Source: an optimization exercise on an open RTL-to-GDS flow (aim: small area). Production flows keep margins and buffers that such runs may drop.
No functional check of the RTL was part of this run.
Power and IR drop assume default switching activity.

==> config.mk <==
export PLATFORM = sky130hd
export DESIGN_NAME = armDpTop
export DESIGN_NICKNAME = armDpTop
export VERILOG_FILES = /design/flow/design.v
export SDC_FILE = /design/flow/constraint.sdc
export NUM_CORES = 4
export LEC_CHECK = 0
export CAP_MARGIN = 20
export CORE_MARGIN = 2
export CORE_UTILIZATION = 40
export SLEW_MARGIN = 20
export SYNTH_HIERARCHICAL = 1
export SYNTH_MINIMUM_KEEP_SIZE = 0
==> constraint.sdc <==
create_clock -name core_clock -period 6.5 [get_ports {clk}]
set_input_delay 1.3000 -clock core_clock [delete_from_list [all_inputs] [get_ports {clk}]]
set_output_delay 1.3000 -clock core_clock [all_outputs]
set_load 0.01 [all_outputs]
==> design.v <==
`timescale 1ns/1ps
`timescale 1ns/1ps
module regFile (
  input  logic        clk,
  input  logic [15:0] we,
  input  logic [31:0] wd,
  input  logic [15:0] selA,
  input  logic [15:0] selB,
  output logic [31:0] rdA,
  output logic [31:0] rdB
);
  logic [31:0] regs [0:15];
  always_ff @(posedge clk)
  begin
    for (int i = 0; i < 16; i++)
    begin
      if (we[i])
      begin
        regs[i] <= wd;
      end
    end
  end
  always_comb
  begin
    rdA = '0;
    rdB = '0;
    for (int i = 0; i < 16; i++)
    begin
      rdA = rdA | (regs[i] & {32{selA[i]}});
      rdB = rdB | (regs[i] & {32{selB[i]}});
    end
  end
endmodule
`timescale 1ns/1ps
`timescale 1ns/1ps
module executeUnit (
  input  logic [31:0] a,
  input  logic [31:0] b,
  input  logic [3:0]  opc,
  input  logic        cFlag,
  output logic [31:0] result,
  output logic        arith,
  output logic        carry,
  output logic        ovf
);
  logic invA;
  logic invB;
  logic cin;
  always_comb
  begin
    invA  = 1'b0;
    invB  = 1'b0;
    arith = 1'b1;
    cin   = 1'b0;
    case (opc)
      4'd2, 4'd10: begin invB = 1'b1; cin = 1'b1; end
      4'd3:        begin invA = 1'b1; cin = 1'b1; end
      4'd4, 4'd11: begin end
      4'd5:        begin cin = cFlag; end
      4'd6:        begin invB = 1'b1; cin = cFlag; end
      4'd7:        begin invA = 1'b1; cin = cFlag; end
      4'd14, 4'd15: begin invB = 1'b1; arith = 1'b0; end
      default:     begin arith = 1'b0; end
    endcase
  end
  logic [31:0] x;
  logic [31:0] y;
  logic [31:0] p;
  logic [31:0] g;
  logic [32:0] c;
  assign x = a ^ {32{invA}};
  assign y = b ^ {32{invB}};
  assign p = x ^ y;
  assign g = x & y;
  logic [31:0] gg [0:5];
  logic [31:0] pp [0:5];
  always_comb
  begin
    gg[0] = g;
    pp[0] = p;
    gg[0][0] = g[0] | (p[0] & cin);
    for (int l = 0; l < 5; l++)
    begin
      for (int i = 0; i < 32; i++)
      begin
        if ((i >> l) & 1)
        begin
          gg[l+1][i] = gg[l][i] | (pp[l][i] & gg[l][((i >> l) << l) - 1]);
          pp[l+1][i] = pp[l][i] & pp[l][((i >> l) << l) - 1];
        end
        else
        begin
          gg[l+1][i] = gg[l][i];
          pp[l+1][i] = pp[l][i];
        end
      end
    end
  end
  assign c[0]    = cin;
  assign c[32:1] = gg[5];
  logic [31:0] sum;
  logic [31:0] lv;
  assign sum = p ^ c[31:0];
  always_comb
  begin
    case (opc)
      4'd1, 4'd9:   lv = p;        
      4'd12:        lv = p | g;    
      4'd13, 4'd15: lv = y;        
      default:      lv = g;        
    endcase
  end
  assign result = arith ? sum : lv;
  assign carry  = c[32];
  assign ovf    = c[32] ^ c[31];
endmodule
`timescale 1ns/1ps
`timescale 1ns/1ps
module armDpTop (
  input  logic        clk,
  input  logic        rstN,
  input  logic        instrValid,
  input  logic [31:0] instr,
  output logic        resultValid,
  output logic        resultWrote,
  output logic [3:0]  resultRd,
  output logic [31:0] resultData,
  output logic [3:0]  flags
);
  logic [25:0] insQ;
  logic        validQ;
  logic [3:0]  flagsQ;
  always_ff @(posedge clk)
  begin
    insQ   <= instr[25:0];
    validQ <= rstN & instrValid;
    flagsQ <= rstN ? flags : 4'b0;
  end
  logic       immSel;
  logic [3:0] opc;
  logic       setFlags;
  logic [3:0] rn;
  logic [3:0] rd;
  logic [3:0] rot;
  logic [7:0] imm8;
  logic [3:0] rm;
  assign immSel   = insQ[25];
  assign opc      = insQ[24:21];
  assign setFlags = insQ[20];
  assign rn       = insQ[19:16];
  assign rd       = insQ[15:12];
  assign rot      = insQ[11:8];
  assign imm8     = insQ[7:0];
  assign rm       = insQ[3:0];
  logic [15:0] selA;
  logic [15:0] selB;
  logic [15:0] rotHot;
  logic [15:0] we;
  logic        isTest;
  logic [31:0] result;
  assign isTest = (opc[3:2] == 2'b10);
  always_comb
  begin
    for (int i = 0; i < 16; i++)
    begin
      selA[i]   = (rn == i);
      selB[i]   = (rm == i) & ~immSel;
      rotHot[i] = (rot == i) & immSel;
      we[i]     = ~rstN | (validQ & ~isTest & (rd == i));
    end
  end
  logic [31:0] rdA;
  logic [31:0] rdB;
  regFile regFile0 (
    .clk  (clk),
    .we   (we),
    .wd   (result & {32{rstN}}),
    .selA (selA),
    .selB (selB),
    .rdA  (rdA),
    .rdB  (rdB)
  );
  logic [31:0] immOp;
  always_comb
  begin
    for (int j = 0; j < 32; j++)
    begin
      immOp[j] = 1'b0;
      for (int r = 0; r < 16; r++)
      begin
        if (((j + 2*r) % 32) < 8)
        begin
          immOp[j] = immOp[j] | (rotHot[r] & imm8[(j + 2*r) % 32]);
        end
      end
    end
  end
  logic [31:0] a;
  logic [31:0] b;
  assign a = rdA;
  assign b = rdB | immOp;
  logic arith;
  logic carry;
  logic ovf;
  executeUnit executeUnit0 (
    .a      (a),
    .b      (b),
    .opc    (opc),
    .cFlag  (flagsQ[1]),
    .result (result),
    .arith  (arith),
    .carry  (carry),
    .ovf    (ovf)
  );
  logic [3:0] flagsNew;
  assign flagsNew = {result[31], (result == 32'b0),
                     arith ? carry : flagsQ[1],
                     arith ? ovf : flagsQ[0]};
  assign flags       = (validQ & setFlags) ? flagsNew : flagsQ;
  assign resultValid = validQ;
  assign resultWrote = ~isTest;
  assign resultRd    = rd;
  assign resultData  = result;
endmodule
==> run.sh <==
#!/bin/bash
# synth_recipe.tcl (not shown) runs the flow's synth.tcl, then flattens the netlist and writes it again
# the make line also repeats each setting of config.mk as NAME=value (left out here)
make -C /OpenROAD-flow-scripts/flow DESIGN_CONFIG=/design/flow/config.mk WORK_HOME=/design/flow/orfs CLKGATE_MAP_FILE= SYNTH_SCRIPT=/design/flow/synth_recipe.tcl finish
==> summary.txt <==
[state kept, by name, summed over array words and instances, names as in the netlist]
signal and flops:
flagsQ 4, insQ 26, regFile0.regs 512, validQ 1
[Yosys stat by module (local to each module, per instance)]
module / copies in the design / cells / area (um2) / flip-flops and latches
regFile: 1 / 1184 / 20910 / 512
executeUnit: 1 / 529 / 3777 / 0
armDpTop: 1 / 383 / 2600 / 31
[power groups by stage]
| stage | Clock [W] | Sequential, W | Combinational (W) |
|---|---|---|---|
| finish | 0.00344 | 0.00505 | 0.00363 |
| global route | 0.00359 | 0.00511 | 0.00382 |
| CTS | 0.00347 | 0.00503 | 0.00329 |
| detailed placement | 0 | 0.00509 | 0.00304 |
| global placement | 0 | 0.00504 | 0.00297 |
| floorplan | 0 | 0.00500 | 0.00147 |
[per-stage QoR]
stage / power (W) / cell area, um2
final: 0.01212 / 34440
after global routing: 0.01253 / 34440
after CTS: 0.01178 / 33800
after detailed placement: 0.008132 / 31180
after global placement: 0.008018 / 31180
after floorplan: 0.006477 / 27320
[cell type report]
| class | count | share of cell area, % |
|---|---|---|
| Sequential cell | 543 | 46.47 |
| Multi-Input combinational cell | 1291 | 32.39 |
| Timing Repair Buffer | 461 | 11.44 |
| Clock buffer | 67 | 4.435 |
| Tap cell | 873 | 3.171 |
| Clock inverter | 39 | 1.250 |
| Inverter | 77 | 0.8391 |
[cell usage in the layout (no fill, tap or decap), types with 20 or more instances in the layout]
cell type                         synthesis  layout
sky130_fd_sc_hd__o21ai_0                 45      23
sky130_fd_sc_hd__nor2_4                   0      21
sky130_fd_sc_hd__dfxtp_1                 31      26
sky130_fd_sc_hd__buf_6                   38      57
sky130_fd_sc_hd__edfxtp_1               512     512
sky130_fd_sc_hd__a221oi_2                 0      20
sky130_fd_sc_hd__a21oi_1                 41      25
sky130_fd_sc_hd__nand3_1                108     105
sky130_fd_sc_hd__a31oi_1                 37      32
sky130_fd_sc_hd__xnor2_1                 69      55
sky130_fd_sc_hd__clkdlybuf4s50_1          0      42
sky130_fd_sc_hd__a22o_1                 221     221
sky130_fd_sc_hd__nor2_1                  56      33
sky130_fd_sc_hd__inv_1                   77      76
sky130_fd_sc_hd__nand2_1                 30      26
sky130_fd_sc_hd__buf_4                    6     341
sky130_fd_sc_hd__and2_1                  38      38
sky130_fd_sc_hd__ha_1                    64      63
sky130_fd_sc_hd__a221oi_1               284     262
sky130_fd_sc_hd__clkbuf_16                0      60
sky130_fd_sc_hd__nand4_1                101     101
sky130_fd_sc_hd__a22o_2                  35      35
[path summary, 6_finish.rpt]
| kind | end | slack [ns] | cells past startpoint |
|---|---|---|---|
| setup / recovery | flags[2] | -0.93 | 26 |
| hold / removal | flagsQ[2] | 0.49 | 2 |
| setup reg to reg | regFile0.regs[6][27] | 0.75 | 25 |
| hold reg to reg | flagsQ[2] | 0.49 | 2 |
[logic make-up (layout without fill, tap and decap cells)]
group / count (synthesis) / in the layout / synth area share (%)
and+or+nand+nor: 400 / 400 / 8.032
muxes: 4 / 4 / 0.1788
adders and majority gates: 70 / 70 / 3.374
xor gates and xnor gates: 77 / 77 / 2.471
DFF: 543 / 543 / 58.61
AOI/OAI and AO/OA: 740 / 740 / 22.39
buffers and inverters: 262 / 644 / 4.947
[metal layers]
| metal | track usage (%) | wire, um |
|---|---|---|
| met4 | 12.11 | 4875 |
| met3 | 6.406 | 11830 |
| met2 | 45.07 | 46560 |
| met1 | 37.57 | 39630 |
| met5 | 0 | 0 |
[what timing repair did]
action / 4_1_cts / 5_1_grt
endpoints found under the setup margin: 32 / 32
pin swaps: 50 / 45
resized for setup: 189 / 114
setup buffers: 22 / 30
[worst min-delay path: cells and delay by family, from the launching register on]
| kind | cells | cell delay [ns] |
|---|---|---|
| flip-flops | 1 | 0.31 |
| AND/OR/NAND/NOR | 1 | 0.08 |
| AO/OA/AOI/OAI | 1 | 0.06 |
==> flow_metrics.py <==
metrics = {
    "floorplanning": {
        "initial_utilization_pct": 40.49,
        "die_w_um": 265.2,
        "io_pins": 77,
        "num_rows": 95,
        "fp.dieArea_mm2": 0.07033,
        "core_region_area_mm2": 0.06740,
        "floorplan.die.height_um": 265.2,
    },
    "timing": {
        "setup_violations": 26,
        "relSlewSlack_pct": 45.37,
        "rsz0062_at_grt": "true",
        "skew_ns": 0.03909,
        "setup-tns-final_ns": -9.204,
        "final_max_slew_viol_count": 0,
        "finalHoldViolCount": 0,
        "final.period_utilization_pct": 114.3,
        "timing.fmax_mhz": 134.6,
        "hold_ws_ns": 0.4948,
        "worst-slew-pin-transition_ns": 0.8182,
        "post-route-worst-setup-slack_ns": -0.9306,
        "final.min_clock_period_ns": 7.431,
    },
    "worst_setup_path": {
        "critical_path_buf_inv_count": 7,
        "r2r-start": "insQ[25]",
        "crit_path_start": "insQ[25]",
        "setup.worst_path.start_class": "flop",
        "worst_path_most_repeated_cell": "sky130_fd_sc_hd__buf_6",
        "crit_family": "compound AO/OA/AOI/OAI gates",
        "max_stage_delay_ns": 0.41,
        "crit_path_end_kind": "primary output",
        "critical_path_arrival_ns": 6.13,
        "criticalPathCategory": "reg2out",
        "required_ns": 5.20,
        "crit_path_max_fanout": 31,
        "crit_slowest_cell": "sky130_fd_sc_hd__fa_2",
    },
    "cells_and_area": {
        "multi_input_area_mm2": 0.01116,
        "post_layout_nonfiller_instances": 3351,
        "layout.nets": 2538,
        "fillCellCount": 5657,
        "post_route_cells_drive_above_1_share_pct": 28.89,
        "finish.utilization_pct": 51.11,
        "area_growth_pct": 26.21,
        "seqCellArea_mm2": 0.01601,
        "insertedDiodeCount": 0,
    },
    "route": {
        "first_pass_iteration_count_of_the_detailed_router": 6,
        "first_iter_violations": 3238,
        "finalWirelength_um": 102900,
        "ant_nets": 0,
        "vias_per_cell": 6.789,
        "post-route-drc-count": 0,
        "routed-via-count": 22750,
        "avgRoutedWirePerCell_um": 30.70,
    },
    "outcome": {
        "failed_checks": "negative setup slack",
        "result_of_the_run": "complete, but fails checks",
    },
    "pwr": {
        "p_int_w": 0.008327,
        "irDropWorstVdd_uv": 220.5,
        "net-switching-power_w": 0.003793,
        "power.share.sequential_pct": 41.7,
        "swShare_pct": 31.29,
        "leakage_nw": 12.56,
        "share_clk_of_total_power_pct": 28.4,
        "power_density_mw_per_mm2": 351.9,
        "combinationalPowerShare_pct": 29.9,
    },
    "clock_network": {
        "cts_sinks": 543,
        "post_cts_hold_buffer_count": 0,
        "cts_buffers": 59,
        "maximum_clock_insertion_buffer_count": 3,
        "cts_root_buf": "sky130_fd_sc_hd__clkbuf_16",
        "clock_latency_ns": 0.65,
        "clkTransAtPathRegs_ns": 0.07,
        "cts_tree": "built",
        "ctsHtreeMaxLevel": 2,
    },
    "grt": {
        "grtUsageTotal_pct": 28.41,
        "grt_start_max_net_pins": 37,
        "grt_overflow": 0,
        "initial_antenna_violation_count": 2,
        "grt_pass1_vias": 21990,
        "wire_length_of_the_first_global_routing_pass_um": 146900,
    },
    "synthesis": {
        "yosysWarnings": 12,
        "dominantRegCellSynth": "sky130_fd_sc_hd__edfxtp_1",
        "post-synth-top-count-cell": "sky130_fd_sc_hd__edfxtp_1",
        "synth_seq_area_share_pct": 58.61,
        "async_set_reset_flop_share_out_of_synthesis_pct": 0,
        "synth.top_cell.area_share_pct": 56.34,
        "synth_fp_nets": 2201,
        "yosysTopAreaCell": "sky130_fd_sc_hd__edfxtp_1",
        "synthDistinctLibCells": 74,
        "synth_enable_flop_cells": 512,
        "synth_top_cells_by_area": "sky130_fd_sc_hd__edfxtp_1, sky130_fd_sc_hd__a221oi_1, sky130_fd_sc_hd__a22o_1",
        "ys_top_cells_by_count": "sky130_fd_sc_hd__edfxtp_1, sky130_fd_sc_hd__a221oi_1, sky130_fd_sc_hd__a22o_1",
        "syn_avg_cell_area_um2": 13.02,
        "syn_inst": 2096,
        "synth.ff_latch_count": 543,
        "syn-cell-area_mm2": 0.02729,
    },
    "hold_path": {
        "type_of_the_worst_min_delay_path": "reg2reg",
        "min-delay-start": "flagsQ[2]",
    },
    "placement": {
        "finalWeightedCongestion": 0.8939,
        "preCtsSetupSlack_ns": -1.266,
        "placed_cells": 3201,
        "hpwl_um": 60780,
        "port_buffer_count": 70,
    },
    "flow_run": {
        "drv_cap": 0,
    },
}

what the ideal ports hide:
How much do the figures lean on ideal ports? The routed layout below was timed once more, with nothing changed but the port constraints.
Step 1 assumes that a clkbuf_16 drives the clock port and a buf_2 every other input.
Step 2, shift: input delay + t, output delay - t, t = (earliest + latest rising clock arrival at the registers) / 2. This alone moves slack from input paths to output paths.
a / b / c = ideal ports / drivers / drivers and shift; a / b = the first two.
t (ns): 0.688
slack for setup (ns): -0.931 / -0.992 / -0.305
clock arrival spread, ns: 0.039 / 0.039
worst register clock-pin slew, ns: 0.07 / 0.07
For this run, drivers alone change the setup slack by -0.061 ns; drivers and shift together by +0.626 ns.
